Background: an optimization exercise with open tools, aiming at small area, a short achievable clock period and few clock cycles per item. Do not read the settings as production practice. Function was checked by simulation only, so behaviour that the tests miss may differ from the original. Power is estimated from default activity; no workload was simulated.

==> flow/design.v (outline; a module is shown in full before it is edited, if it fits) <==
// module fpu_pipe_unit: 1909 lines
module fpu_pipe_unit #(
    parameter int EXP_W = 8,
    parameter int MAN_W = 23,
    parameter int TAG_W = 4
) (
    input  logic                 clk,
    input  logic                 rst_n,
    input  logic                 in_valid,
    output logic                 in_ready,
    input  logic [1:0]           in_op,
    input  logic [EXP_W+MAN_W:0] in_a,
    input  logic [EXP_W+MAN_W:0] in_b,
    input  logic [TAG_W-1:0]     in_tag,
    output logic                 out_valid,
    input  logic                 out_ready,
    output logic [EXP_W+MAN_W:0] out_y,
    output logic [TAG_W-1:0]     out_tag,
    output logic [3:0]           out_flags,
    output logic [3:0]           sticky,
    input  logic                 sticky_clr
);
  // ...
==> flow/flow/run.sh <==
#!/bin/bash
# Own layout flow:
#  1. the standard synthesis, unchanged (standard.sh, up to 1_2_yosys.v);
#  2. flow/fa_polarity.py removes inverters around full-adder cells of that
#     netlist (a full adder is self-dual); registers and ports are untouched;
set -euo pipefail
here=$(pwd)
res="$here/orfs/results/$FLOW_PLATFORM/fpu_pipe_unit/base"
bash standard.sh "$res/1_2_yosys.v" > "$here/flow_synth.log" 2>&1
cp "$res/1_2_yosys.v" "$here/1_2_yosys_standard.v"
python3 "$here/flow/fa_polarity.py" "$here/1_2_yosys_standard.v" "$res/1_2_yosys.v" > "$here/flow_polarity.log" 2>&1
touch "$res/1_2_yosys.v"
bash standard.sh \
    "BUFFER_PORTS_ARGS=-buffer_cell sky130_fd_sc_hd__buf_2" \
    "SETUP_SLACK_MARGIN=7" \
    finish > "$here/flow_layout.log" 2>&1
==> flow/flow/fa_polarity.py <==
#!/usr/bin/env python3
"""Remove inverters around full-adder cells of a flat gate-level netlist.

A full adder is self-dual: FA(~a, ~b, ~c) = (~sum, ~cout). Flipping an adder
(feeding it the complements of its inputs and treating its outputs as the
complements of the old ones) removes inverters on its inputs and outputs and
may need new ones elsewhere; an adder is flipped only when that saves
inverters. Registers, ports and every other cell are left as they are.

usage: fa_polarity.py IN.v OUT.v
"""
import re
import sys
from collections import defaultdict

src = open(sys.argv[1]).read()
m_start = src.index("module ")
m_end = src.rindex("endmodule")
body = src[m_start:m_end]

inst_re = re.compile(r"^(\s*)(sky130_fd_sc_hd__\w+)\s+(\S+)\s*\((.*?)\);\s*$", re.S | re.M)
pin_re = re.compile(r"\.(\w+)\(\s*(.*?)\s*\)(?:,|\s*$)", re.S)

head_end = None
insts = {}          # name -> [type, {pin: net}]
order = []
for m in inst_re.finditer(body):
    if head_end is None:
        head_end = m.start()
    typ, name, pins = m.group(2), m.group(3), m.group(4)
    pm = {}
    for p, n in re.findall(r"\.(\w+)\(([^()]*)\)", pins):
        pm[p] = n.strip()
    insts[name] = [typ, pm]
    order.append(name)
header = body[:head_end]
tail = body[inst_re.search(body[::1], 0) and 0:]  # unused

# ports: nets named in the module header port list or declared input/output
port_nets = set()
for m in re.finditer(r"^\s*(input|output)\s+(\[[^\]]*\]\s*)?(\S+);", header, re.M):
    port_nets.add(m.group(3))

OUT_PINS = {"X", "Y", "Q", "Q_N", "SUM", "COUT", "HI", "LO"}

def base_net(n):
    return re.sub(r"\s*\[\d+\]$", "", n.lstrip("\\").strip())

def is_port(n):
    return base_net(n) in port_nets or n.lstrip("\\").split("[")[0].strip() in port_nets

def is_inv(name):
    return "__inv_" in insts[name][0] or "__clkinv_" in insts[name][0]

def is_fa(name):
    return insts[name][0].startswith("sky130_fd_sc_hd__fa_")

drv = {}
loads = defaultdict(set)
def rebuild():
    drv.clear(); loads.clear()
    for name, (typ, pm) in insts.items():
        for p, n in pm.items():
            if p in OUT_PINS:
                drv[n] = (name, p)
            else:
                loads[n].add((name, p))
rebuild()

counter = [0]
new_wires = []
def new_net():
    counter[0] += 1
    n = f"_fapol_n{counter[0]}_"
    new_wires.append(n)
    return n
def new_inv(a, y):
    counter[0] += 1
    name = f"_fapol_i{counter[0]}_"
    insts[name] = ["sky130_fd_sc_hd__inv_1", {"A": a, "Y": y}]
    order.append(name)
    drv[y] = (name, "Y")
    loads[a].add((name, "A"))
    return name
def del_inst(name):
    typ, pm = insts.pop(name)
    for p, n in pm.items():
        if p in OUT_PINS:
            drv.pop(n, None)
        else:
            loads[n].discard((name, p))
def connect(name, pin, net):
    old = insts[name][1][pin]
    if pin in OUT_PINS:
        drv.pop(old, None); drv[net] = (name, pin)
    else:
        loads[old].discard((name, pin)); loads[net].add((name, pin))
    insts[name][1][pin] = net

def inv_driver(n):
    d = drv.get(n)
    if d and d[0] in insts and is_inv(d[0]):
        return d[0]
    return None
def existing_inv_of(n):
    for (l, p) in loads[n]:
        if is_inv(l):
            return l
    return None

def gain(f):
    g = 0
    pm = insts[f][1]
    for p in ("A", "B", "CIN"):
        n = pm[p]
        i = inv_driver(n)
        if i is not None:
            others = [x for x in loads[n] if x != (f, p)]
            if not others and not is_port(n):
                g += 1
        elif existing_inv_of(n) is None:
            g -= 1
    for q in ("SUM", "COUT"):
        n = pm[q]
        if is_port(n):
            return -99
        plain = False
        for (l, p) in loads[n]:
            if is_inv(l) and not is_port(insts[l][1]["Y"]):
                g += 1
            else:
                plain = True
        if plain:
            g -= 1
    return g

def flip(f):
    pm = insts[f][1]
    for p in ("A", "B", "CIN"):
        n = pm[p]
        i = inv_driver(n)
        if i is not None:
            connect(f, p, insts[i][1]["A"])
            if not loads[n] and not is_port(n):
                del_inst(i)
        else:
            e = existing_inv_of(n)
            if e is not None:
                connect(f, p, insts[e][1]["Y"])
            else:
                y = new_net()
                new_inv(n, y)
                connect(f, p, y)
    for q in ("SUM", "COUT"):
        n = pm[q]
        nn = new_net()
        connect(f, q, nn)          # f now drives nn = ~n
        plain = []
        for (l, p) in list(loads[n]):
            if is_inv(l) and not is_port(insts[l][1]["Y"]):
                z = insts[l][1]["Y"]
                del_inst(l)
                for (l2, p2) in list(loads[z]):
                    connect(l2, p2, nn)
            else:
                plain.append((l, p))
        if plain:
            new_inv(nn, n)

before = sum(1 for n in insts if is_inv(n))
changed = True
passes = 0
while changed and passes < 50:
    changed = False
    passes += 1
    for f in list(order):
        if f in insts and is_fa(f) and gain(f) > 0:
            flip(f)
            changed = True
after = sum(1 for n in insts if is_inv(n))

# write out: header (with new wire declarations) + instances
out = [src[:m_start], header.rstrip("\n"), "\n"]
for w in new_wires:
    used = w in drv or loads.get(w)
    if used:
        out.append(f"  wire {w};\n")
for name in order:
    if name not in insts:
        continue
    typ, pm = insts[name]
    conns = ",\n".join(f"    .{p}({n}{' ' if n.startswith(chr(92)) else ''})" for p, n in pm.items())
    out.append(f"  {typ} {name} (\n{conns}\n  );\n")
out.append(src[m_end:])
open(sys.argv[2], "w").write("".join(out))
sys.stderr.write(f"fa_polarity: inverters {before} -> {after} in {passes} passes\n")
==> flow/standard.sh <==
#!/bin/bash
# synth_recipe.tcl (not shown) runs the flow's synth.tcl, then flattens the netlist and writes it again
# the make line also repeats each setting of config.mk as NAME=value (left out here)
make -C /OpenROAD-flow-scripts/flow DESIGN_CONFIG=/design/flow/config.mk WORK_HOME=/design/flow/orfs CLKGATE_MAP_FILE= SYNTH_SCRIPT=/design/flow/synth_recipe.tcl "${@:-finish}"
==> flow/config.mk <==
export PLATFORM = sky130hd
export DESIGN_NAME = fpu_pipe_unit
export DESIGN_NICKNAME = fpu_pipe_unit
export VERILOG_FILES = /design/flow/design.v
export SDC_FILE = /design/flow/constraint.sdc
export NUM_CORES = 4
export LEC_CHECK = 0
export ABC_AREA = 1
export CAP_MARGIN = 20
export CORE_MARGIN = 2
export CORE_UTILIZATION = 40
export SETUP_SLACK_MARGIN = 5
export SLEW_MARGIN = 20
==> flow/constraint.sdc <==
create_clock -name core_clock -period 14.0 [get_ports {clk}]
set_input_delay 2.8000 -clock core_clock [delete_from_list [all_inputs] [get_ports {clk}]]
set_output_delay 2.8000 -clock core_clock [all_outputs]
set_load 0.01 [all_outputs]
==> results.toml, run 1 <==
[outcome]
status = "timing/DRC/antenna clean"

[clocking]
cts.htree.levels = 3
clock_sinks = 82
cts_tree = "done"
clock_insertion_delay_worst_skew_ps = 360
cts_inserted_buffers = 9

[setup_path]
r2r_setup_slack_ps = 9200
worst-path-buf-inv = 6
timing.critical_path.mode_cell = "sky130_fd_sc_hd__nand2_4"
reg2reg_from = "r_cin$_DFFE_PN_"
timing.critical_path.from = "r_cin$_DFFE_PN_"
critPathLaunchType = "flop"
r2r_end = "sticky_q[0]$_DFFE_PN0P_"
critical_path_depth_in_cells = 30
reg2reg_depth = 32
worstPathRequired_ps = 11200
worstSetupEndpoint = "out_y[17]"

[final_layout]
final.fill_count = 6853
multiInputCombCellCount = 3272
multi_input_area_share_pct = 73.1
sh_seq_area_pct = 7.76
nNonClkBuffers = 324
fin_nets = 4614
syn_to_layout_area_delta_pct = 16.7
largest_registers = "r_xa (28), r_xb (28), r_exp (10)"

[power]
total_power_mw = 7.66
internal-power_mw = 3.04
seq_power_share_pct = 5.5

[routing]
wl_on_met1_mm = 43.8
avgRoutedWirePerCell_um = 22.2
met2_wirelength_mm = 49.3

[sta]
timing.final.hold_violations = 0
setup_violations = 0
whs_ps = 507
finClkSkew_ps = 11.8
fin_ws_ps = 6030

[floorplan]
floorplan.io_pins = 121
initial_core_utilization_pct = 40.2

[hold_path]
worst_hold_startpoint = "sticky_q[3]$_DFFE_PN0P_"

[run]
drv_cap = 0

[global_routing]
number_of_global_route_vias_before_repair = 27800
grt_first_pass_wirelength_mm = 167
Testbench counts, summed over its fixed seeds: cycles 4,008, items 4,000.
==> run 2, diff against run 1 <==
--- a/flow/design.v
+++ b/flow/design.v
@@ -1805,35 +1805,45 @@
             rm = R[SW-1:4];  r_lsb = R[4]; r_g = R[3]; r_s = |R[2:0];
         end else if (R[SW-1]) begin
             rm = R[SW-2:3];  r_lsb = R[3]; r_g = R[2]; r_s = |R[1:0];
         end else begin
             rm = R[SW-3:2];  r_lsb = R[2]; r_g = R[1]; r_s = R[0];
         end
     end
     logic [MAN_W-1:0]     rm_inc;
-    logic signed [EW-1:0] ex_lo, ex_hi;
-    logic                 ovf_lo, ovf_hi, unf_lo, unf_hi, ovf, unf;
+    logic signed [EW-1:0] ex_m1, ex_0, ex_p1, ex_p2;
+    logic                 ovf, unf;
+    logic [3:0]           xsel, xovf, xunf;
     assign up     = r_g && (r_s || r_lsb);
     assign inx    = r_g || r_s;
-    assign rm_inc = rm + 1'b1;
-    assign cy     = up && (&rm);
-    assign frc_r  = up ? rm_inc : rm;
+    logic [MAN_W-1:0] ao;
     always_comb begin
-        if (R[SW])        begin ex_lo = $signed(r_exp) + EW'(1); ex_hi = $signed(r_exp) + EW'(2); end
-        else if (R[SW-1]) begin ex_lo = $signed(r_exp);          ex_hi = $signed(r_exp) + EW'(1); end
-        else              begin ex_lo = $signed(r_exp) - EW'(1); ex_hi = $signed(r_exp);          end
+        ao = rm;
+        for (int d = 1; d < MAN_W; d = d * 2)
+            for (int i = MAN_W - 1; i >= d; i--)
+                ao[i] = ao[i] & ao[i-d];
     end
-    assign ovf_lo = (ex_lo >= EMAX);
-    assign ovf_hi = (ex_hi >= EMAX);
-    assign unf_lo = (ex_lo < EMIN);
-    assign unf_hi = (ex_hi < EMIN);
-    assign e_r    = cy ? ex_hi : ex_lo;
-    assign ovf    = cy ? ovf_hi : ovf_lo;
-    assign unf    = cy ? unf_hi : unf_lo;
+    assign rm_inc = rm ^ {ao[MAN_W-2:0], 1'b1};
+    assign cy     = up && ao[MAN_W-1];
+    assign frc_r  = up ? rm_inc : rm;
+    assign ex_m1 = $signed(r_exp) - EW'(1);
+    assign ex_0  = $signed(r_exp);
+    assign ex_p1 = $signed(r_exp) + EW'(1);
+    assign ex_p2 = $signed(r_exp) + EW'(2);
+    assign xovf  = {ex_p2 >= EMAX, ex_p1 >= EMAX, ex_0 >= EMAX, ex_m1 >= EMAX};
+    assign xunf  = {ex_p2 < EMIN,  ex_p1 < EMIN,  ex_0 < EMIN,  ex_m1 < EMIN};
+    assign xsel[0] = !R[SW] && !R[SW-1] && !cy;
+    assign xsel[1] = !R[SW] && (R[SW-1] ? !cy : cy);
+    assign xsel[2] = R[SW] ? !cy : (R[SW-1] && cy);
+    assign xsel[3] = R[SW] && cy;
+    assign e_r = ({EW{xsel[0]}} & ex_m1) | ({EW{xsel[1]}} & ex_0)
+               | ({EW{xsel[2]}} & ex_p1) | ({EW{xsel[3]}} & ex_p2);
+    assign ovf = |(xsel & xovf);
+    assign unf = |(xsel & xunf);
     localparam int LW = 32;
     logic [LW-1:0]        lzin;
     logic [4:0]           lzk;
     logic [SW-3:0]        T;
     logic signed [EW-1:0] e_s;
     assign lzin = {R[SW-3:0], {(LW-SW+2){1'b1}}};
     logic [LW-1:0]   lv0;
     logic [LW/2-1:0] lv1; logic [LW/2-1:0][0:0] lc1;
==> flow/flow/run.sh (replaced) <==
#!/bin/bash
# Own layout flow:
#  1. the standard synthesis, unchanged (standard.sh, up to 1_2_yosys.v);
#  2. flow/fa_polarity.py removes inverters around full-adder cells of that
#     netlist (a full adder is self-dual); registers and ports are untouched;
#  3. the rest of the standard ORFS flow on that netlist, with plain
#     buf_2 cells as the port buffers.
# Each step's full output goes to a log file of its own in this folder.
set -euo pipefail
here=$(pwd)
res="$here/orfs/results/$FLOW_PLATFORM/fpu_pipe_unit/base"
bash standard.sh "$res/1_2_yosys.v" > "$here/flow_synth.log" 2>&1
cp "$res/1_2_yosys.v" "$here/1_2_yosys_standard.v"
python3 "$here/flow/fa_polarity.py" "$here/1_2_yosys_standard.v" "$res/1_2_yosys.v" > "$here/flow_polarity.log" 2>&1
touch "$res/1_2_yosys.v"
bash standard.sh \
    "BUFFER_PORTS_ARGS=-buffer_cell sky130_fd_sc_hd__buf_2" \
    finish > "$here/flow_layout.log" 2>&1
==> run 2 against run 1 <==
  * Sequential power fell by 1%
  * Setup slack got worse by 860 ps
  * Sequential cell count did not move
  * Die area fell by 3.4%
  * Global-route usage fell by 0.99 points
  * Core utilization fell by 3.3 points
  * Clock power rose by about 20%
  * Clock skew rose by 1.5 ps
  * Critical path depth fell by 13
  * Largest power group unchanged
==> results.toml, run 2 <==
[final_layout]
non_filler_cells_in_the_finished_layout = 4640
drive_above_1_share_pct = 9.09
utilization_pct = 43.6
fin_nets = 4267
largest_registers = "r_xa (28), r_xb (28), r_exp (10)"
final.fill_count = 6776
syn_to_layout_area_delta_pct = 7.93
final_common_cell = "sky130_fd_sc_hd__nand2_1"
highest_count_cells_in_the_layout_ignoring_fill_and_taps = "sky130_fd_sc_hd__nand2_1 (898), sky130_fd_sc_hd__nand3_1 (367), sky130_fd_sc_hd__inv_1 (366)"

[sta]
final_period_minus_worst_setup_slack_ps = 8830
setup_violations = 0
drv_slew = 0
finClkSkew_ps = 13.3
timing.max_slew.rel_slack_pct = 26.2
fin_ws_ps = 5170
max_freq_mhz = 113
tightestPinTransition_ps = 1100
rsz0062_at_grt = "false"
totalNegativeSetupSlack_ps = 0
final.period_utilization_pct = 63.1
timing.final.hold_violations = 0
whs_ps = 518

[floorplan]
fp.coreArea_um2 = 64300
die_area_um2 = 67100
placement_rows = 93
die_h_um = 259
initial_core_utilization_pct = 40.4
floorplan.io_pins = 121
die_x_um = 259

[placement]
detailedPlace.worstSlack_ps = 4370
port_buffers = 120
dp.final_hpwl_mm = 75.1
placed_instances = 4593
gp_congestion = 0.957

[global_routing]
number_of_antenna_violations_at_the_first_check_in_global_routing = 3
number_of_global_route_vias_before_repair = 26000
gr-usage-met1_pct = 38.5
grt_util_all_layers_pct = 29.9
grt_first_pass_wirelength_mm = 155
grt_start_max_net_pins = 68
global_route.usage.met3_pct = 4.75
top_usage_layer = "met2"
met2_use_gr_pct = 47.9
global_route.overflow_total = 0

[clocking]
cts_inserted_buffers = 9
clock_insertion_delay_worst_skew_ps = 360
worst_setup_hold_path_clk_slew_ps = 60
clock_sinks = 82
cts_max_path_buffers = 2
cts_tree = "done"
clock-root-buffer = "sky130_fd_sc_hd__clkbuf_16"
cts-hold-fix-buffers = 0
cts.htree.levels = 3

[setup_path]
worstPathRequired_ps = 14020
worstSetupPathType = "in -> reg"
critPathLaunchType = "input port"
timing.critical_path.to_type = "flop"
critical_path_peak_fanout = 27
cp_data_arrival_time_ps = 8850

[synth]
synthCells = 3775
syn_avg_cell_area_um2 = 6.89
yosys_warnings = 1
syn-num-nets = 4263
mappedNetlistArea_um2 = 26000

[routing]
route.antenna.remaining_nets = 0
postRouteWirelength_mm = 102
vias_cell = 5.86
detail_route.first_pass.iterations = 7
vias = 27200
avgRoutedWirePerCell_um = 22.0
drt_iter0_markers = 2780
drt_drc_violations_left = 0

[power]
power_switching_mw = 4.10
power_per_cell_area_nw_per_um2 = 243
seq_power_share_pct = 6.1
power_frac_clock_pct = 4.0
power.leakage_nw = 13.3
peakVddDrop_mv = 0.231
internal-power_mw = 2.73
share_comb_of_total_power_pct = 89.9
power_switching_share_pct = 60.0

[hold_path]
hold_path_class = "reg -> reg"

[run]
drv_cap = 0

[outcome]
status = "timing/DRC/antenna clean"
## run 2: cell types whose count changed in the layout (fill, tap and decap cells not counted), moves of 18 or more
cell	previous run	this run
sky130_fd_sc_hd__buf_4	153	84
sky130_fd_sc_hd__o21ai_0	112	138
sky130_fd_sc_hd__nand2_1	1019	898
sky130_fd_sc_hd__o21ai_1	26	8
sky130_fd_sc_hd__nor2_4	29	8
sky130_fd_sc_hd__buf_6	24	1
sky130_fd_sc_hd__a21oi_1	154	122
sky130_fd_sc_hd__nand2_2	56	25
sky130_fd_sc_hd__nand2_4	33	9
sky130_fd_sc_hd__nor2_2	28	10
sky130_fd_sc_hd__ha_1	135	158
sky130_fd_sc_hd__nand3_1	342	367
## run 2: final cells by class
| type | count | area [um2] | share of cell area [%] |
|---|---|---|---|
| Antenna cell | 1 | 2.50 | 0.00892 |
| Clock buffer | 9 | 225 | 0.802 |
| Multi-Input combinational cell | 3060 | 21300 | 75.9 |
| Timing Repair Buffer | 210 | 1350 | 4.80 |
| Inverter | 416 | 1580 | 5.62 |
| Tap cell | 855 | 1070 | 3.81 |
| Clock inverter | 7 | 108 | 0.383 |
| Sequential cell | 82 | 2440 | 8.68 |
## run 2: power groups by stage
stage               sequential [mW]  clock (mW)  combinational, mW
finish                        0.416       0.274               6.14
CTS                           0.416       0.283               5.86
floorplan                     0.405           0               4.10
global route                  0.425       0.290               6.83
global placement              0.418           0               5.76
detailed placement            0.421           0               5.78
## run 2: metrics by stage
stage | area, um2 | total power [mW]
2_1_floorplan | 26000 | 4.50
3_3_place_gp | 27200 | 6.18
3_5_place_dp | 27200 | 6.20
4_1_cts | 27700 | 6.56
5_1_grt | 28100 | 7.55
6_report | 28100 | 6.83
## run 2: worst paths after layout
path | startpoint | end | slack, ps | cells past startpoint
worst max-delay path | in_b[5] | r_cin$_DFFE_PN_ | 5170 | 17
worst min-delay path | sticky_q[3]$_DFFE_PN0P_ | sticky_q[3]$_DFFE_PN0P_ | 520 | 2
worst max register to register | r_cin$_DFFE_PN_ | sticky_q[1]$_DFFE_PN0P_ | 8740 | 27
worst min register to register | sticky_q[3]$_DFFE_PN0P_ | sticky_q[3]$_DFFE_PN0P_ | 520 | 2
max in group asynchronous | rst_n | sticky_q[3]$_DFFE_PN0P_ | 11580 | 1
min in group asynchronous | rst_n | out_v_q$_DFF_PN0_ | 2270 | 1
## run 2: critical path: stages
cell,delay (ps)
sky130_fd_sc_hd__buf_2,70
sky130_fd_sc_hd__buf_4,410
sky130_fd_sc_hd__clkinvlp_4,510
sky130_fd_sc_hd__nand2_1,170
sky130_fd_sc_hd__nand2_1,610
sky130_fd_sc_hd__o22ai_1,410
sky130_fd_sc_hd__xor2_1,210
sky130_fd_sc_hd__fa_1,490
sky130_fd_sc_hd__fa_1,490
sky130_fd_sc_hd__fa_1,400
sky130_fd_sc_hd__fa_1,540
sky130_fd_sc_hd__fa_1,430
sky130_fd_sc_hd__ha_1,310
sky130_fd_sc_hd__nand2_1,50
sky130_fd_sc_hd__inv_1,80
sky130_fd_sc_hd__o2111ai_1,100
sky130_fd_sc_hd__a41oi_1,730
## run 2: what timing repair did
action / CTS / global route
endpoints found under the hold margin: 0 / 0
cloned: 1 / 5
resized for setup: 19 / 33
buffers inserted: 2 / 20
endpoints found under the setup margin: 33 / 33
pin swaps: 3 / 11
## run 2: routing by layer
layer	wire length [um]	up-vias
li1	-	12600
met1	41000	12900
met2	45800	1440
met3	9000	337
met4	6460	0
met5	0	-
Testbench counts of run 2, summed over its fixed seeds: cycles 4,008, items 4,000.
==> run 3, diff against run 2 <==
--- a/flow/config.mk
+++ b/flow/config.mk
@@ -9,5 +9,6 @@
 export CAP_MARGIN = 20
 export CORE_MARGIN = 2
 export CORE_UTILIZATION = 40
+export GPL_ROUTABILITY_DRIVEN = 0
 export SETUP_SLACK_MARGIN = 5
 export SLEW_MARGIN = 20
==> run 3 against run 2 <==
  * Sequential power barely moved
  * Synthesized cell count did not move
  * Register-to-register slack improved by 70 ps
  * Global-route usage fell by 0.64 points
  * Power fell by 1.9%
  * Core utilization fell by 0.27 points
  * Non-clock buffer count fell by 5
  * Via count fell by 0.94%
  * Sequential share of layout area rose by 0.054 points
  * Cell area fell by 0.62%
  * Worst hold slack got worse by 1.4 ps
  * Largest cell class unchanged
  * Sequential cell count did not move
  * Largest power group unchanged
==> results.toml, run 3 <==
[setup_path]
r2r_end = "sticky_q[2]$_DFFE_PN0P_"
r2r_setup_slack_ps = 8810
reg2reg_from = "r_cin$_DFFE_PN_"
timing.critical_path.mode_cell = "sky130_fd_sc_hd__nand2_1"
timing.critical_path.to_type = "output port"
reg2reg_depth = 26
cp_data_arrival_time_ps = 5780
worstSetupPathType = "reg -> out"
crit_slowest_cell = "sky130_fd_sc_hd__fa_2"
worstPathRequired_ps = 11200
critical_path_peak_fanout = 22
critPathMaxStageDelay_ps = 430
critPathLaunchType = "flop"

[clocking]
worst_setup_hold_path_clk_slew_ps = 70
cts.htree.levels = 3
clock-root-buffer = "sky130_fd_sc_hd__clkbuf_16"
clock_sinks = 82
cts_max_path_buffers = 2
cts_inserted_buffers = 9
clock_insertion_delay_worst_skew_ps = 370
cts_tree = "done"

[power]
power_per_cell_area_nw_per_um2 = 240
internal-power_mw = 2.68
power_switching_share_pct = 60.0
seq_power_share_pct = 6.2
peakVddDrop_mv = 0.224
power_switching_mw = 4.02
share_comb_of_total_power_pct = 90.2
power_frac_clock_pct = 3.6
power.leakage_nw = 13.2

[sta]
final_period_minus_worst_setup_slack_ps = 8580
setup_violations = 0
timing.final.hold_violations = 0
final.period_utilization_pct = 61.3
drv_slew = 0
timing.max_slew.rel_slack_pct = 23.6
finClkSkew_ps = 11.8
tightestPinTransition_ps = 1140
whs_ps = 516
max_freq_mhz = 117
totalNegativeSetupSlack_ps = 0
rsz0062_at_grt = "false"

[outcome]
status = "timing/DRC/antenna clean"

[synth]
yosys_warnings = 1
mappedNetlistArea_um2 = 26000
syn_avg_cell_area_um2 = 6.89
syn-num-nets = 4263
synthCells = 3775

[placement]
dp.final_hpwl_mm = 73.5
placed_instances = 4596
placed_cell_area_um2 = 27300
port_buffers = 120

[routing]
drt_iter0_markers = 2841
route.antenna.remaining_nets = 0
vias = 26900
drt_drc_violations_left = 0
detail_route.first_pass.iterations = 6
vias_cell = 5.82
postRouteWirelength_mm = 99.7
avgRoutedWirePerCell_um = 21.5

[final_layout]
non_filler_cells_in_the_finished_layout = 4632
fin_area_um2 = 27900
fin_nets = 4260
final_common_cell = "sky130_fd_sc_hd__nand2_1"
final.fill_count = 6839
n_antenna_cell = 0
drive_above_1_share_pct = 8.74
highest_count_cells_in_the_layout_ignoring_fill_and_taps = "sky130_fd_sc_hd__nand2_1 (899), sky130_fd_sc_hd__nand3_1 (369), sky130_fd_sc_hd__inv_1 (367)"
largest_registers = "r_xa (28), r_xb (28), r_exp (10)"
syn_to_layout_area_delta_pct = 7.26

[hold_path]
worstHoldEndpoint = "sticky_q[3]$_DFFE_PN0P_"
worst_hold_startpoint = "sticky_q[3]$_DFFE_PN0P_"
hold_path_class = "reg -> reg"
min_delay_path_depth = 2

[global_routing]
number_of_global_route_vias_before_repair = 25900
grt_start_max_net_pins = 61
global_route.overflow_total = 0
number_of_antenna_violations_at_the_first_check_in_global_routing = 1
grt_first_pass_wirelength_mm = 152
grt_util_all_layers_pct = 29.2

[floorplan]
die_h_um = 259
placement_rows = 93
die_x_um = 259
floorplan.io_pins = 121
die_area_um2 = 67100
fp.coreArea_um2 = 64300
initial_core_utilization_pct = 40.4

[run]
drv_cap = 0
run 3: area by class of cell:
| type | count | area [um2] | share of cell area (%) |
|---|---|---|---|
| clock buffer | 9 | 225 | 0.807 |
| clock inverter | 7 | 71.3 | 0.256 |
| inverter | 416 | 1570 | 5.64 |
| multi-input combinational | 3058 | 21300 | 76.2 |
| sequential | 82 | 2440 | 8.74 |
| tap | 855 | 1070 | 3.84 |
| timing repair buffer | 205 | 1260 | 4.54 |
run 3: stage by stage:
stage               total power, mW  setup slack, ps  utilization (%)
floorplan                      4.50             5960                -
global placement               6.15             4580             42.4
detailed placement             6.17             4460             42.4
CTS                            6.50             5000             43.0
global route                   7.40             4970             43.3
finish                         6.70             5420             43.3
run 3: how the worst max path moves through the flow:
stage,cells past startpoint,end,from
after floorplan,34,out_y[7],r_xa[0]$_SDFFCE_PN0N_
after global placement,40,out_y[22],r_xa[0]$_SDFFCE_PN0N_
after detailed placement,42,out_y[9],r_xa[0]$_SDFFCE_PN0N_
after CTS,41,out_y[9],r_xa[0]$_SDFFCE_PN0N_
after global routing,42,out_y[10],r_cin$_DFFE_PN_
final,40,out_y[13],r_cin$_DFFE_PN_
run 3: per-layer routing:
layer  vias up  wire (um)  global-route usage [%]
met5         -         13                       0
met4         2       5660                    15.1
met3       304       8970                    4.98
met2      1420      44800                    47.0
met1     12700      40300                    37.7
li1      12500          -                       -
run 3: what timing repair did:
item / 4_1_cts / 5_1_grt
buffers inserted: 3 / 14
pin swaps: 4 / 8
gates cloned: 1 / 2
hold buffers: 0 / 0
setup endpoints to repair: 33 / 33
gates resized for setup: 19 / 25
run 3: power by group through the flow:
| stage | Clock, mW | Combinational [mW] | Sequential, mW |
|---|---|---|---|
| final | 0.244 | 6.04 | 0.415 |
| after floorplan | 0 | 4.10 | 0.405 |
| after detailed placement | 0 | 5.75 | 0.420 |
| after global placement | 0 | 5.73 | 0.417 |
| after global routing | 0.259 | 6.71 | 0.423 |
| after CTS | 0.248 | 5.84 | 0.415 |
run 3: critical path: cells and delay by family (launching register included):
kind / cells / cell delay, ps
DFF: 1 / 410
and+or+nand+nor: 26 / 2700
buffers and inverters: 8 / 900
adders and majority gates: 4 / 1190
AOI/OAI and AO/OA: 2 / 200
==> run 4, diff against run 3 <==
--- a/flow/config.mk
+++ b/flow/config.mk
@@ -8,7 +8,7 @@
 export ABC_AREA = 1
 export CAP_MARGIN = 20
 export CORE_MARGIN = 2
-export CORE_UTILIZATION = 40
+export CORE_UTILIZATION = 33
 export GPL_ROUTABILITY_DRIVEN = 0
 export SETUP_SLACK_MARGIN = 5
 export SLEW_MARGIN = 20
==> run 4 against run 3 <==
  * Final cell count up 4.0%
  * Still clean on timing, DRC and antenna
  * Sequential power about the same
  * Non-clock buffer count down 2
  * Highest routed layer unchanged
  * Power up 1.9%
  * First-iteration DRC count up 17%
==> results.toml, run 4 <==
[sta]
final.period_utilization_pct = 61.7
setup_violations = 0
drv_slew = 0
timing.final.hold_violations = 0
rsz0062_at_grt = "true"
max_freq_mhz = 116
final_period_minus_worst_setup_slack_ps = 8640
tightestPinTransition_ps = 1160
timing.max_slew.rel_slack_pct = 21.7
totalNegativeSetupSlack_ps = 0
finClkSkew_ps = 14.9

[final_layout]
highest_count_cells_in_the_layout_ignoring_fill_and_taps = "sky130_fd_sc_hd__nand2_1 (898), sky130_fd_sc_hd__nand3_1 (367), sky130_fd_sc_hd__inv_1 (366)"
fin_nets = 4260
final_common_cell = "sky130_fd_sc_hd__nand2_1"
non_filler_cells_in_the_finished_layout = 4818
drive_above_1_share_pct = 8.82
syn_to_layout_area_delta_pct = 8.35
final.fill_count = 8376
largest_registers = "r_xa (28), r_xb (28), r_exp (10)"

[global_routing]
grt_util_all_layers_pct = 24.3
global_route.usage.met3_pct = 3.59
number_of_global_route_vias_before_repair = 25700
met2_use_gr_pct = 38.5
global_route.overflow_total = 0
grt_first_pass_wirelength_mm = 155
top_usage_layer = "met2"
gr-usage-met1_pct = 32.6
number_of_antenna_violations_at_the_first_check_in_global_routing = 3
grt_start_max_net_pins = 68

[power]
power_per_cell_area_nw_per_um2 = 242
peakVddDrop_mv = 0.218
power.leakage_nw = 13.2

[routing]
route.antenna.remaining_nets = 0
postRouteWirelength_mm = 102
vias = 27400
vias_cell = 5.68
avgRoutedWirePerCell_um = 21.2
detail_route.first_pass.iterations = 8
drt_iter0_markers = 3338
drt_drc_violations_left = 0

[floorplan]
floorplan.io_pins = 121
fp.coreArea_um2 = 77700
die_area_um2 = 81100
initial_core_utilization_pct = 33.5
placement_rows = 102
die_h_um = 285
die_x_um = 285

[clocking]
cts_tree = "done"
cts.htree.levels = 3
clock_insertion_delay_worst_skew_ps = 360
clock_sinks = 82
cts_max_path_buffers = 2
worst_setup_hold_path_clk_slew_ps = 80
clock-root-buffer = "sky130_fd_sc_hd__clkbuf_16"
cts_inserted_buffers = 9

[run]
drv_cap = 0

[setup_path]
worstSetupPathType = "in -> reg"
critPathTopFamily = "adder cells"
worstPathRequired_ps = 14090
critPathMaxStageDelay_ps = 660
timing.critical_path.mode_cell = "sky130_fd_sc_hd__fa_1"
r2r_setup_slack_ps = 8790
r2r_end = "sticky_q[2]$_DFFE_PN0P_"
crit_slowest_cell = "sky130_fd_sc_hd__buf_2"
reg2reg_from = "r_xb[0]$_DFFE_PN_"
cp_data_arrival_time_ps = 8730
cp_cell_sequence = "buf_2, clkinvlp_4, nand2_1, nand2_1, o22ai_1, xor2_1, fa_1, fa_1, fa_1, fa_1, fa_1, ha_1, nand2_1, inv_1, o2111ai_1, a41oi_1"
critical_path_depth_in_cells = 16
worst-path-buf-inv = 3
reg2reg_depth = 26
critical_path_peak_fanout = 27
timing.critical_path.to_type = "flop"
critPathLaunchType = "input port"

[placement]
dp.final_hpwl_mm = 75.9
placed_instances = 4775
port_buffers = 120

[synth]
yosys_warnings = 1
mappedNetlistArea_um2 = 26000
syn_avg_cell_area_um2 = 6.89
syn-num-nets = 4263
synthCells = 3775

[hold_path]
worstHoldEndpoint = "sticky_q[3]$_DFFE_PN0P_"
hold_path_class = "reg -> reg"
min_delay_path_depth = 2
worst_hold_startpoint = "sticky_q[3]$_DFFE_PN0P_"

[outcome]
status = "timing/DRC/antenna clean"
-- run 4: layout make-up --
type	instances	area, um2	share of cell area [%]
sequential	82	2440	8.65
clock inverter	7	73.8	0.262
inverter	416	1590	5.63
tap	1040	1300	4.62
multi-input combinational	3060	21300	75.5
clock buffer	9	225	0.799
timing repair buffer	203	1270	4.52
antenna	1	2.50	0.00888
-- run 4: worst reg2reg max path: cells and delay by family, from the launching register on --
| family | cells | cell delay, ps |
|---|---|---|
| simple gates | 20 | 3430 |
| fa+ha+maj | 3 | 1010 |
| compound gates | 1 | 60 |
| flops | 1 | 400 |
| buf+inv | 2 | 230 |
-- run 4: routing by layer --
layer | vias to the layer above | wire length (um) | part of all wire, %
met5 | - | 13 | 0.013
met1 | 12900 | 41700 | 41
met3 | 313 | 9930 | 9.7
met2 | 1600 | 45200 | 44
li1 | 12600 | - | -
met4 | 2 | 5220 | 5.1
-- run 4: per-stage QoR --
step	cell area (um2)	setup WS, ps	power (mW)	hold slack [ps]	util (%)
floorplan	26000	5960	4.50	528	-
global placement	27400	4520	6.22	482	35.3
detailed placement	27400	4390	6.25	495	35.3
CTS	27900	5000	6.57	513	35.9
global route	28200	4940	7.48	534	36.3
finish	28200	5360	6.83	509	36.3
-- run 4: timing repair --
item,CTS,global route
gates cloned,3,3
gates resized for setup,16,35
setup buffers,4,15
hold buffers,0,0
endpoints found under the setup margin,33,35
pin swaps,5,10
-- run 4: where the power goes --
part / switching (mW) / internal [mW]
Clock: 0.115 / 0.127
Combinational: 4.00 / 2.17
Sequential: 0.0383 / 0.378
Total: 4.15 / 2.68
-- run 4: worst max-delay path by stage --
| stage | slack [ps] | end | startpoint |
|---|---|---|---|
| global route | 4940 | out_y[13] | r_xb[0]$_DFFE_PN_ |
| detailed placement | 4390 | out_y[22] | r_xa[0]$_SDFFCE_PN0N_ |
| finish | 5360 | r_cin$_DFFE_PN_ | in_b[5] |
| CTS | 5000 | out_y[22] | r_xa[0]$_SDFFCE_PN0N_ |
| global placement | 4520 | out_y[22] | r_xa[0]$_SDFFCE_PN0N_ |
| floorplan | 5960 | out_y[7] | r_xa[0]$_SDFFCE_PN0N_ |
==> run 5, diff against run 4 <==
--- a/flow/config.mk
+++ b/flow/config.mk
@@ -8,7 +8,7 @@
 export ABC_AREA = 1
 export CAP_MARGIN = 20
 export CORE_MARGIN = 2
-export CORE_UTILIZATION = 33
+export CORE_UTILIZATION = 48
 export GPL_ROUTABILITY_DRIVEN = 0
 export SETUP_SLACK_MARGIN = 5
 export SLEW_MARGIN = 20
==> run 5 against run 4 <==
  * Still clean on timing, DRC and antenna
  * Sequential cell count stayed put
  * Sequential share of layout area is 0.15 points higher
  * Register-to-register slack worse by 100 ps
  * Via count is 1.6% lower
  * Sequential power is 1% lower
  * Maximum frequency is 0.18% lower
  * Final cell count is 7.1% lower
  * Clock power hardly changed
  * Clock skew is 3.4 ps lower
  * Critical path depth is 12 higher
  * Core utilization is 15 points higher
  * Area after synthesis stayed put
  * Critical path type is now reg -> out
  * Critical endpoint is now out_y[21]
==> results.toml, run 5 <==
[routing]
avgRoutedWirePerCell_um = 22.0
route.antenna.remaining_nets = 0
drt_iter0_markers = 2656
vias_cell = 6.01
drt_drc_violations_left = 0
highest-signal-layer = "met4"
wl_on_met1_mm = 38.3
met2_wirelength_mm = 45.2
detail_route.first_pass.iterations = 8
met3_wirelength_mm = 8.05
postRouteWirelength_mm = 98.7
vias = 26900

[global_routing]
global_route.overflow_total = 0
grt_start_max_net_pins = 50
number_of_antenna_violations_at_the_first_check_in_global_routing = 0
number_of_global_route_vias_before_repair = 26100
grt_first_pass_wirelength_mm = 152
grt_util_all_layers_pct = 34.8

[power]
power_frac_clock_pct = 3.6
power_switching_mw = 3.96
peakVddDrop_mv = 0.209
seq_power_share_pct = 6.2
power_switching_share_pct = 59.9
share_comb_of_total_power_pct = 90.1
internal-power_mw = 2.66
power.leakage_nw = 13.2
power_per_cell_area_nw_per_um2 = 239

[sta]
tightestPinTransition_ps = 993
final.period_utilization_pct = 61.9
setup_violations = 0
whs_ps = 496
max_freq_mhz = 115
drv_slew = 0
totalNegativeSetupSlack_ps = 0
final_period_minus_worst_setup_slack_ps = 8660
rsz0062_at_grt = "false"
fin_ws_ps = 5340
finClkSkew_ps = 11.5
timing.max_slew.rel_slack_pct = 33.6
timing.final.hold_violations = 0

[hold_path]
hold_path_class = "reg -> reg"

[final_layout]
n_antenna_cell = 0
fin_nets = 4263
largest_registers = "r_xa (28), r_xb (28), r_exp (10)"
final_common_cell = "sky130_fd_sc_hd__nand2_1"
highest_count_cells_in_the_layout_ignoring_fill_and_taps = "sky130_fd_sc_hd__nand2_1 (899), sky130_fd_sc_hd__nand3_1 (369), sky130_fd_sc_hd__inv_1 (368)"
final.fill_count = 5569
drive_above_1_share_pct = 8.76
syn_to_layout_area_delta_pct = 6.55

[clocking]
cts_max_path_buffers = 2
worst_setup_hold_path_clk_slew_ps = 70
clock-root-buffer = "sky130_fd_sc_hd__clkbuf_16"
clock_insertion_delay_worst_skew_ps = 350
cts_inserted_buffers = 9
cts_tree = "done"
clock_sinks = 82
cts.htree.levels = 3
cts-hold-fix-buffers = 0

[floorplan]
die_h_um = 237
die_x_um = 237
placement_rows = 85
die_area_um2 = 56100
initial_core_utilization_pct = 48.4
floorplan.io_pins = 121
fp.coreArea_um2 = 53700

[setup_path]
reg2reg_from = "r_xa[0]$_SDFFCE_PN0N_"
timing.critical_path.from = "r_xa[0]$_SDFFCE_PN0N_"
worstSetupPathType = "reg -> out"
reg2reg_depth = 27
worstPathRequired_ps = 11200
critPathMaxStageDelay_ps = 430
critical_path_depth_in_cells = 28
worstSetupEndpoint = "out_y[21]"
r2r_setup_slack_ps = 8690
critPathLaunchType = "flop"
timing.critical_path.mode_cell = "sky130_fd_sc_hd__nand2_1"
cp_data_arrival_time_ps = 5860
critPathTopFamily = "simple AND/OR/NAND/NOR gates"
critical_path_peak_fanout = 22
timing.critical_path.to_type = "output port"
worst-path-buf-inv = 3
crit_slowest_cell = "sky130_fd_sc_hd__fa_2"
r2r_end = "sticky_q[1]$_DFFE_PN0P_"

[placement]
dp.final_hpwl_mm = 73.9
port_buffers = 120
detailedPlace.worstSlack_ps = 4410

[synth]
mappedNetlistArea_um2 = 26000
syn-num-nets = 4263
syn_avg_cell_area_um2 = 6.89
yosys_warnings = 1
synthCells = 3775

[run]
drv_cap = 0

[outcome]
status = "timing/DRC/antenna clean"
[run 5: through the flow]
stage / power [mW] / area, um2 / instances / utilization (%)
2_1_floorplan: 4.50 / 26000 / 3775 / -
3_3_place_gp: 6.14 / 27100 / 4446 / 50.5
3_5_place_dp: 6.14 / 27100 / 4446 / 50.5
4_1_cts: 6.46 / 27500 / 4466 / 51.3
5_1_grt: 7.35 / 27700 / 4476 / 51.6
6_report: 6.62 / 27700 / 4476 / 51.6
[run 5: per-layer routing]
layer | track usage (%) | vias up
li1 | - | 12600
met1 | 42.9 | 12700
met2 | 57.7 | 1365
met3 | 4.88 | 325
met4 | 21.7 | 0
met5 | 0 | -
[run 5: how the worst min path moves through the flow]
| stage | start | end | depth (start not counted) |
|---|---|---|---|
| detailed placement | sticky_q[3]$_DFFE_PN0P_ | sticky_q[3]$_DFFE_PN0P_ | 2 |
| global placement | sticky_q[3]$_DFFE_PN0P_ | sticky_q[3]$_DFFE_PN0P_ | 2 |
| finish | sticky_q[3]$_DFFE_PN0P_ | sticky_q[3]$_DFFE_PN0P_ | 2 |
| global route | sticky_q[1]$_DFFE_PN0P_ | sticky_q[1]$_DFFE_PN0P_ | 2 |
| floorplan | sticky_q[3]$_DFFE_PN0P_ | sticky_q[3]$_DFFE_PN0P_ | 2 |
| CTS | sticky_q[3]$_DFFE_PN0P_ | sticky_q[3]$_DFFE_PN0P_ | 2 |
[run 5: power groups by stage]
stage | Combinational (mW) | Sequential (mW) | Clock [mW]
final | 5.97 | 0.412 | 0.240
after global routing | 6.67 | 0.421 | 0.257
after CTS | 5.80 | 0.413 | 0.247
after detailed placement | 5.72 | 0.418 | 0
after global placement | 5.72 | 0.415 | 0
after floorplan | 4.10 | 0.405 | 0
[run 5: final cells by class]
class	instances	area, um2	area share [%]
Sequential cell	82	2440	8.80
Clock buffer	9	225	0.813
Timing Repair Buffer	208	1280	4.61
Inverter	416	1570	5.68
Multi-Input combinational cell	3058	21200	76.7
Clock inverter	7	81.3	0.294
Tap cell	696	871	3.14
[run 5: worst min-delay path, stage by stage, from the launching register on]
cell,delay (ps)
sky130_fd_sc_hd__dfrtp_1,350
sky130_fd_sc_hd__a21oi_1,40
sky130_fd_sc_hd__nor2_1,70
[run 5: repair_timing]
item / 4_1_cts / 5_1_grt
gates cloned: 1 / 2
endpoints found under the setup margin: 33 / 33
pin swaps: 5 / 4
buffers inserted: 3 / 8
resized for setup: 14 / 26
==> run 6, diff against run 5 <==
--- a/flow/config.mk
+++ b/flow/config.mk
@@ -6,9 +6,9 @@
 export NUM_CORES = 4
 export LEC_CHECK = 0
 export ABC_AREA = 1
-export CAP_MARGIN = 20
+export CAP_MARGIN = 0
 export CORE_MARGIN = 2
-export CORE_UTILIZATION = 48
+export CORE_UTILIZATION = 40
 export GPL_ROUTABILITY_DRIVEN = 0
 export SETUP_SLACK_MARGIN = 5
-export SLEW_MARGIN = 20
+export SLEW_MARGIN = 0
==> run 6 against run 5 <==
  * Still clean on timing, DRC and antenna
  * Largest power group unchanged
  * Final cell count increased by 3.5%
  * Clock power increased by 2%
  * Critical endpoint is now out_y[13]
  * Clock-buffer cell count did not move
  * Via count grew 0.11%
  * Core utilization decreased by 8.2 points
  * Setup slack better by 82 ps
==> results.toml, run 6 <==
[outcome]
status = "timing/DRC/antenna clean"

[clocking]
clock_sinks = 82
worst_setup_hold_path_clk_slew_ps = 70
cts_tree = "done"
cts-hold-fix-buffers = 0
cts_inserted_buffers = 9
clock_insertion_delay_worst_skew_ps = 370
clock-root-buffer = "sky130_fd_sc_hd__clkbuf_16"
cts_max_path_buffers = 2
cts.htree.levels = 3

[global_routing]
global_route.overflow_total = 0
grt_start_max_net_pins = 61
number_of_global_route_vias_before_repair = 25900
number_of_antenna_violations_at_the_first_check_in_global_routing = 1
grt_first_pass_wirelength_mm = 152
grt_util_all_layers_pct = 29.2

[hold_path]
hold_path_class = "reg -> reg"

[sta]
finClkSkew_ps = 11.8
timing.max_slew.rel_slack_pct = 23.6
drv_slew = 0
timing.final.hold_violations = 0
max_freq_mhz = 117
setup_violations = 0
final_period_minus_worst_setup_slack_ps = 8580
tightestPinTransition_ps = 1140
rsz0062_at_grt = "false"
whs_ps = 516
final.period_utilization_pct = 61.3
totalNegativeSetupSlack_ps = 0

[placement]
placed_cell_area_um2 = 27300
dp.final_hpwl_mm = 73.5
port_buffers = 120

[floorplan]
die_area_um2 = 67100
fp.coreArea_um2 = 64300
floorplan.io_pins = 121
placement_rows = 93
die_x_um = 259
die_h_um = 259
initial_core_utilization_pct = 40.4

[final_layout]
fin_nets = 4260
largest_registers = "r_xa (28), r_xb (28), r_exp (10)"
fin_area_um2 = 27900
syn_to_layout_area_delta_pct = 7.26
drive_above_1_share_pct = 8.74
n_antenna_cell = 0
final.fill_count = 6839
highest_count_cells_in_the_layout_ignoring_fill_and_taps = "sky130_fd_sc_hd__nand2_1 (899), sky130_fd_sc_hd__nand3_1 (369), sky130_fd_sc_hd__inv_1 (367)"
final_common_cell = "sky130_fd_sc_hd__nand2_1"

[synth]
syn-num-nets = 4263
synthCells = 3775
yosys_warnings = 1
mappedNetlistArea_um2 = 26000
syn_avg_cell_area_um2 = 6.89

[setup_path]
timing.critical_path.to_type = "output port"
worstSetupPathType = "reg -> out"
timing.critical_path.mode_cell = "sky130_fd_sc_hd__nand2_1"
crit_slowest_cell = "sky130_fd_sc_hd__fa_2"
critical_path_peak_fanout = 22
cp_data_arrival_time_ps = 5780
critPathMaxStageDelay_ps = 430
critPathLaunchType = "flop"
worstPathRequired_ps = 11200

[power]
share_comb_of_total_power_pct = 90.2
seq_power_share_pct = 6.2
power.leakage_nw = 13.2
internal-power_mw = 2.68
power_switching_share_pct = 60.0
power_per_cell_area_nw_per_um2 = 240
power_switching_mw = 4.02
peakVddDrop_mv = 0.224
total_power_mw = 6.70
power_frac_clock_pct = 3.6

[routing]
route.antenna.remaining_nets = 0
postRouteWirelength_mm = 99.7
avgRoutedWirePerCell_um = 21.5
detail_route.first_pass.iterations = 6
vias_cell = 5.82
drt_iter0_markers = 2841
vias = 26900
drt_drc_violations_left = 0

[run]
drv_cap = 0
-- run 6: path summary, 6_finish.rpt --
check	endpoint	slack (ps)	depth (start not counted)	from
max	out_y[13]	5420	40	r_cin$_DFFE_PN_
min	sticky_q[3]$_DFFE_PN0P_	520	2	sticky_q[3]$_DFFE_PN0P_
max reg2reg	sticky_q[2]$_DFFE_PN0P_	8810	26	r_cin$_DFFE_PN_
min reg2reg	sticky_q[3]$_DFFE_PN0P_	520	2	sticky_q[3]$_DFFE_PN0P_
max in group asynchronous	sticky_q[1]$_DFFE_PN0P_	11590	1	rst_n
min in group asynchronous	out_v_q$_DFF_PN0_	2250	1	rst_n
-- run 6: power groups by stage --
stage | Combinational, mW | Sequential [mW] | Clock [mW]
final | 6.04 | 0.415 | 0.244
after floorplan | 4.10 | 0.405 | 0
after CTS | 5.84 | 0.415 | 0.248
after global placement | 5.73 | 0.417 | 0
after detailed placement | 5.75 | 0.420 | 0
after global routing | 6.71 | 0.423 | 0.259
-- run 6: worst max-delay path: cells and delay by family, from the launching register on --
| family | cells | cell delay (ps) |
|---|---|---|
| simple gates | 26 | 2700 |
| flops | 1 | 410 |
| fa+ha+maj | 4 | 1190 |
| compound gates | 2 | 200 |
| buf+inv | 8 | 900 |
-- run 6: routing by layer --
metal / share of wire (%) / up-vias / track usage [%]
li1: - / 12500 / -
met1: 40 / 12700 / 37.7
met2: 45 / 1420 / 47.0
met3: 9.0 / 304 / 4.98
met4: 5.7 / 2 / 15.1
met5: 0.013 / - / 0
-- run 6: what timing repair did --
item                       CTS  global route
resized for setup           19            25
gates cloned                 1             2
setup buffers                3            14
pin swaps                    4             8
setup endpoints to repair   33            33
-- run 6: final cells by class --
class                   instances  area, um2  share of cell area [%]
clock buffers                   9        225                   0.807
inverters                     416       1570                    5.64
clock inverters                 7       71.3                   0.256
well taps                     855       1070                    3.84
multi-input cells            3058      21300                    76.2
repair buffers                205       1260                    4.54
flip-flops and latches         82       2440                    8.74
-- run 6: stage by stage --
stage | std cells | setup WS [ps] | utilization [%]
global route | 4632 | 4970 | 43.3
detailed placement | 4596 | 4460 | 42.4
floorplan | 3775 | 5960 | -
global placement | 4596 | 4580 | 42.4
CTS | 4616 | 5000 | 43.0
finish | 4632 | 5420 | 43.3

re-timing with driven ports:
The results above use ideal ports. As a check the final layouts listed here were re-extracted and re-timed, cells and wires unchanged. Step 1 assumes that a clkbuf_16 drives the clock port and a buf_2 every other input. Step 2, shift: input delay + t, output delay - t, t = (earliest + latest rising clock arrival at the registers) / 2. This alone moves slack from input paths to output paths. Slacks: ideal / step 1 / step 2; pairs: ideal / step 1.
run	t, ns	slack for setup (ns)	hold slack, ns
run 1	0.405	6.025 / 5.975 / 6.333	0.507 / 0.507 / 0.507
run 2	0.395	5.166 / 5.188 / 4.793	0.518 / 0.518 / 0.518
run 3	0.406	5.423 / 5.380 / 5.076	0.516 / 0.516 / 0.516
run 4	0.407	5.357 / 5.354 / 4.978	0.509 / 0.509 / 0.509
run 5	0.397	5.341 / 5.291 / 5.410	0.496 / 0.496 / 0.496
run 6	0.406	5.423 / 5.380 / 5.076	0.516 / 0.516 / 0.516
After both steps setup and hold are still met in every run listed. The setup slack of run 4, which loses most, moves by -0.003 ns with the drivers and by -0.379 ns with both steps.
